This is an optimization exercise on Yosys and OpenROAD, whose aim is small area and few clock cycles per item, not a production implementation. Function was checked by simulation only, so behaviour that the tests miss may differ from the original.

Design event_countdown_calc_core, start of the top module:
module event_countdown_calc_core (
  input  logic                   clk,
  input  logic                   rst_n,
  input  logic                   start,
  output logic                   busy,
  input  ecc_pkg::year_t         in_now_year,
  input  ecc_pkg::month_t        in_now_month,
  input  ecc_pkg::day_t          in_now_day,
  input  ecc_pkg::hour_t         in_now_hour,
  input  ecc_pkg::min_t          in_now_minute,
  input  ecc_pkg::sec_t          in_now_second,
  output logic                   out_valid,
  output ecc_pkg::days_t         out_days_left,
  output ecc_pkg::hour_t         out_hours_left,
  output ecc_pkg::min_t          out_minutes_left,
  output ecc_pkg::sec_t          out_seconds_left,
  output logic                   out_event_passed,
  input  logic                   cfg_valid,
  output logic                   cfg_ready,
  input  logic [ecc_pkg::CIDX_W-1:0] cfg_index,
  input  logic [ecc_pkg::CDAT_W-1:0] cfg_data
);
Settings: LEC_CHECK=0, ABC_AREA=1, CAP_MARGIN=20, CORE_MARGIN=2, CORE_UTILIZATION=40, CTS_BUF_LIST=sky130_fd_sc_hd__clkbuf_8, SLEW_MARGIN=20, SYNTH_HIERARCHICAL=1, SYNTH_MINIMUM_KEEP_SIZE=0; clock period 12.0 ns.
standard.sh (not shown) runs the stock make flow with config.mk's settings and CLKGATE_MAP_FILE= SYNTH_SCRIPT=/design/flow/synth_recipe.tcl, a recipe that flattens the netlist after the stock synthesis.
==> flow/flow/run.sh <==
#!/bin/bash
# The standard layout with two changes:
#  1. after the standard synthesis, the combinational logic between the
#     standard synthesis's registers and full adder cells is re-mapped by ABC with
#     an area script (reopt.ys); registers, full adder cells, ports and their
#     names are kept as they are;
#  2. the port buffers are plain sky130_fd_sc_hd__buf_1 cells
#     (buffer_ports -buffer_cell) instead of the delay cells buffer_ports
#     picks by default. Every port still gets a buffer.
set -euo pipefail
HERE=$(pwd)
PORTS="BUFFER_PORTS_ARGS=-buffer_cell sky130_fd_sc_hd__buf_1"
RES=$HERE/orfs/results/$FLOW_PLATFORM/event_countdown_calc_core/base
YOSYS=$FLOW_HOME/../tools/install/yosys/bin/yosys
bash standard.sh "$PORTS" "$RES/1_2_yosys.v" > standard_synth.log 2>&1
cp "$RES/1_2_yosys.v" "$HERE/standard_1_2_yosys.v"
sed -e "s#@LIB@#$FLOW_HOME/platforms/sky130hd/lib/sky130_fd_sc_hd__tt_025C_1v80.lib#g" \
    -e "s#@IN@#$HERE/standard_1_2_yosys.v#g" -e "s#@OUT@#$HERE/reopt_1_2_yosys.v#g" \
    -e "s#@ABC@#$HERE/flow/reopt.abc#g" -e "s#@TOP@#$FLOW_TOP#g" flow/reopt.ys > reopt_run.ys
"$YOSYS" -l reopt_yosys.log -q reopt_run.ys > reopt_stdout.log 2>&1
cp "$HERE/reopt_1_2_yosys.v" "$RES/1_2_yosys.v"
touch "$RES/1_2_yosys.v" "$RES/1_2_yosys.sdc"
bash standard.sh "$PORTS" finish > standard_flow.log 2>&1
==> flow/flow/reopt.abc <==
strash
dch
map -a
mfs2
strash
dch
map -a
mfs2
strash
dch
map -a
topo
Other scripts of this flow, unchanged in this note and not shown: flow/flow/reopt.ys
The starting point passed the timing, design-rule and antenna checks.
Testbench counts at the start, summed over its fixed seeds: cycles 16,232, items 16,000.
Rerun with:
--- a/flow/flow/run.sh
+++ b/flow/flow/run.sh
@@ -2,7 +2,8 @@
 # The standard layout with two changes:
 #  1. after the standard synthesis, the combinational logic between the
-#     standard synthesis's registers and full adder cells is re-mapped by ABC with
-#     an area script (reopt.ys); registers, full adder cells, ports and their
-#     names are kept as they are;
+#     standard synthesis's registers and full adder cells is re-mapped by ABC
+#     with an area script (reopt.ys, reopt.abc); registers, full adder cells,
+#     ports and their names are kept as they are. If the re-mapped netlist
+#     looks wrong (too few logic cells) the standard netlist is used as is;
 #  2. the port buffers are plain sky130_fd_sc_hd__buf_1 cells
 #     (buffer_ports -buffer_cell) instead of the delay cells buffer_ports
@@ -18,6 +19,18 @@
     -e "s#@IN@#$HERE/standard_1_2_yosys.v#g" -e "s#@OUT@#$HERE/reopt_1_2_yosys.v#g" \
     -e "s#@ABC@#$HERE/flow/reopt.abc#g" -e "s#@TOP@#$FLOW_TOP#g" flow/reopt.ys > reopt_run.ys
-"$YOSYS" -l reopt_yosys.log -q reopt_run.ys > reopt_stdout.log 2>&1
-cp "$HERE/reopt_1_2_yosys.v" "$RES/1_2_yosys.v"
+# count the logic cells other than registers and full adders
+logic_cells() { grep -E '^ *sky130_fd_sc_hd__' "$1" | grep -vcE 'sky130_fd_sc_hd__(dfxtp|fa)_' || true; }
+if "$YOSYS" -l reopt_yosys.log -q reopt_run.ys > reopt_stdout.log 2>&1; then
+  std=$(logic_cells "$HERE/standard_1_2_yosys.v")
+  new=$(logic_cells "$HERE/reopt_1_2_yosys.v")
+  echo "logic cells: standard $std, re-mapped $new" > reopt_check.log
+  if (( new * 2 >= std )); then
+    cp "$HERE/reopt_1_2_yosys.v" "$RES/1_2_yosys.v"
+  else
+    echo "re-mapped netlist refused, standard netlist kept" >> reopt_check.log
+  fi
+else
+  echo "re-mapping failed, standard netlist kept" > reopt_check.log
+fi
 touch "$RES/1_2_yosys.v" "$RES/1_2_yosys.sdc"
 bash standard.sh "$PORTS" finish > standard_flow.log 2>&1
==> flow/flow/reopt.abc (replaced) <==
strash
dch
amap
mfs2
strash
dch
amap
mfs2
strash
dch
amap
topo
Settings changed: CORE_UTILIZATION 40 to 65.
Effect: Setup slack degrades by 0.58 ns; global-route usage increases by 10 points; final area decreases by 3.7%; worst hold slack degrades by 0.018 ns; sequential cell count does not change; final cell count decreases by 14%; clock skew increases by 0.0035 ns; non-clock buffer count decreases by 2; critical path depth does not change.
Rerun with:
==> flow/flow/run.sh (replaced) <==
#!/bin/bash
# The standard layout with two changes:
#  1. after the standard synthesis, the combinational logic between the
#     standard synthesis's registers and full adder cells is re-mapped by ABC with
#     an area script (reopt.ys); registers, full adder cells, ports and their
#     names are kept as they are;
#  2. the port buffers are plain sky130_fd_sc_hd__buf_1 cells
#     (buffer_ports -buffer_cell) instead of the delay cells buffer_ports
#     picks by default. Every port still gets a buffer.
set -euo pipefail
HERE=$(pwd)
PORTS="BUFFER_PORTS_ARGS=-buffer_cell sky130_fd_sc_hd__buf_1"
RES=$HERE/orfs/results/$FLOW_PLATFORM/event_countdown_calc_core/base
YOSYS=$FLOW_HOME/../tools/install/yosys/bin/yosys
bash standard.sh "$PORTS" "$RES/1_2_yosys.v" > standard_synth.log 2>&1
cp "$RES/1_2_yosys.v" "$HERE/standard_1_2_yosys.v"
sed -e "s#@LIB@#$FLOW_HOME/platforms/sky130hd/lib/sky130_fd_sc_hd__tt_025C_1v80.lib#g" \
    -e "s#@IN@#$HERE/standard_1_2_yosys.v#g" -e "s#@OUT@#$HERE/reopt_1_2_yosys.v#g" \
    -e "s#@ABC@#$HERE/flow/reopt.abc#g" -e "s#@TOP@#$FLOW_TOP#g" flow/reopt.ys > reopt_run.ys
"$YOSYS" -l reopt_yosys.log -q reopt_run.ys > reopt_stdout.log 2>&1
cp "$HERE/reopt_1_2_yosys.v" "$RES/1_2_yosys.v"
touch "$RES/1_2_yosys.v" "$RES/1_2_yosys.sdc"
bash standard.sh "$PORTS" finish > standard_flow.log 2>&1
==> flow/flow/reopt.abc (replaced) <==
strash
dch
map -a
mfs2
strash
dch
map -a
mfs2
strash
dch
map -a
topo
Settings changed: CORE_UTILIZATION 65 to 40, CTS_BUF_LIST sky130_fd_sc_hd__clkbuf_8 to sky130_fd_sc_hd__clkbuf_4 sky130_fd_sc_hd__clkbuf_8.
Result: The changed run ran to the end with no violations. Utilization falls by 29 points. Register-to-register slack got worse by 0.39 ns. Flip-flop and latch count stays the same. Hold slack improved by 0.018 ns. Cell area rises by about 4%. Sequential share of layout area falls by 0.97 points. Final cell count rises by 16%. First-iteration DRC count falls by 29%.
Rerun with:
--- a/flow/flow/run.sh
+++ b/flow/flow/run.sh
@@ -2,7 +2,8 @@
 # The standard layout with two changes:
 #  1. after the standard synthesis, the combinational logic between the
-#     standard synthesis's registers and full adder cells is re-mapped by ABC with
-#     an area script (reopt.ys); registers, full adder cells, ports and their
-#     names are kept as they are;
+#     standard synthesis's registers and full adder cells is re-mapped by ABC
+#     with an area script (reopt.ys, reopt.abc); registers, full adder cells,
+#     ports and their names are kept as they are. If the re-mapped netlist
+#     looks wrong (too few logic cells) the standard netlist is used as is;
 #  2. the port buffers are plain sky130_fd_sc_hd__buf_1 cells
 #     (buffer_ports -buffer_cell) instead of the delay cells buffer_ports
@@ -18,6 +19,18 @@
     -e "s#@IN@#$HERE/standard_1_2_yosys.v#g" -e "s#@OUT@#$HERE/reopt_1_2_yosys.v#g" \
     -e "s#@ABC@#$HERE/flow/reopt.abc#g" -e "s#@TOP@#$FLOW_TOP#g" flow/reopt.ys > reopt_run.ys
-"$YOSYS" -l reopt_yosys.log -q reopt_run.ys > reopt_stdout.log 2>&1
-cp "$HERE/reopt_1_2_yosys.v" "$RES/1_2_yosys.v"
+# count the logic cells other than registers and full adders
+logic_cells() { grep -E '^ *sky130_fd_sc_hd__' "$1" | grep -vcE 'sky130_fd_sc_hd__(dfxtp|fa)_' || true; }
+if "$YOSYS" -l reopt_yosys.log -q reopt_run.ys > reopt_stdout.log 2>&1; then
+  std=$(logic_cells "$HERE/standard_1_2_yosys.v")
+  new=$(logic_cells "$HERE/reopt_1_2_yosys.v")
+  echo "logic cells: standard $std, re-mapped $new" > reopt_check.log
+  if (( new * 2 >= std )); then
+    cp "$HERE/reopt_1_2_yosys.v" "$RES/1_2_yosys.v"
+  else
+    echo "re-mapped netlist refused, standard netlist kept" >> reopt_check.log
+  fi
+else
+  echo "re-mapping failed, standard netlist kept" > reopt_check.log
+fi
 touch "$RES/1_2_yosys.v" "$RES/1_2_yosys.sdc"
-bash standard.sh "$PORTS" finish > standard_flow.log 2>&1
+bash standard.sh "$PORTS" "CTS_ARGS=-repair_clock_nets -buf_list sky130_fd_sc_hd__clkbuf_8 -root_buf sky130_fd_sc_hd__clkbuf_16" finish > standard_flow.log 2>&1
==> flow/flow/reopt.abc (replaced) <==
strash
dch
amap
mfs2
strash
dch
amap
mfs2
strash
dch
amap
topo
Settings changed: CORE_UTILIZATION 40 to 65, CTS_BUF_LIST sky130_fd_sc_hd__clkbuf_4 sky130_fd_sc_hd__clkbuf_8 to sky130_fd_sc_hd__clkbuf_8.
The new run produced a clean layout.
Non-clock buffer count is lower by 1.
Setup slack loses 0.60 ns.
Worst hold slack loses 0.020 ns.
Critical path depth does not change.
Final cell count is lower by 14%.
Sequential share of layout area is higher by 0.52 points.
Count of clock-buffer cells in the layout is lower by 1.
Core utilization is higher by 30 points.
Global-route usage is higher by 11 points.
Rerun with:
--- a/flow/flow/run.sh
+++ b/flow/flow/run.sh
@@ -34,3 +34,3 @@
 fi
 touch "$RES/1_2_yosys.v" "$RES/1_2_yosys.sdc"
-bash standard.sh "$PORTS" "CTS_ARGS=-repair_clock_nets -buf_list sky130_fd_sc_hd__clkbuf_8 -root_buf sky130_fd_sc_hd__clkbuf_16" finish > standard_flow.log 2>&1
+bash standard.sh "$PORTS" finish > standard_flow.log 2>&1
Settings changed: CORE_UTILIZATION 65 to 40.
Effect: The changed run passed the timing, design-rule and antenna checks; final cell count goes up by about 10%; wire length is lower by 2.3%; non-clock buffer count goes up by 4; fmax decreases by 2.2%; worst setup slack gets worse by 0.24 ns; global-route usage decreases by 11 points.

[separate check: timing with driven ports]
In the flow no input, the clock included, has a driving cell. The finished layouts below were timed again as built, in two steps. Step 1 sets driving cells, clkbuf_16 on the clock port and buf_2 on the other inputs (assumed; they add their load-dependent delay and slew). Step 2, shift: input delay + t, output delay - t, t = (earliest + latest rising clock arrival at the registers) / 2. This alone moves slack from input paths to output paths. Slacks: ideal ports / drivers / drivers and shift; pairs: ideal ports / drivers.
run | t, ns | slack for setup (ns) | worst setup path after step 2
the first run | 0.413 | 1.887 / 1.851 / 2.265 | register to output
the second run | 0.403 | 1.307 / 1.273 / 1.677 | register to output
the third run | 0.413 | 1.887 / 1.851 / 2.265 | register to output
the fourth run | 0.385 | 1.286 / 1.244 / 1.629 | register to output
the fifth run | 0.410 | 1.043 / 1.005 / 1.416 | register to output
After both steps every run listed still meets setup and hold.
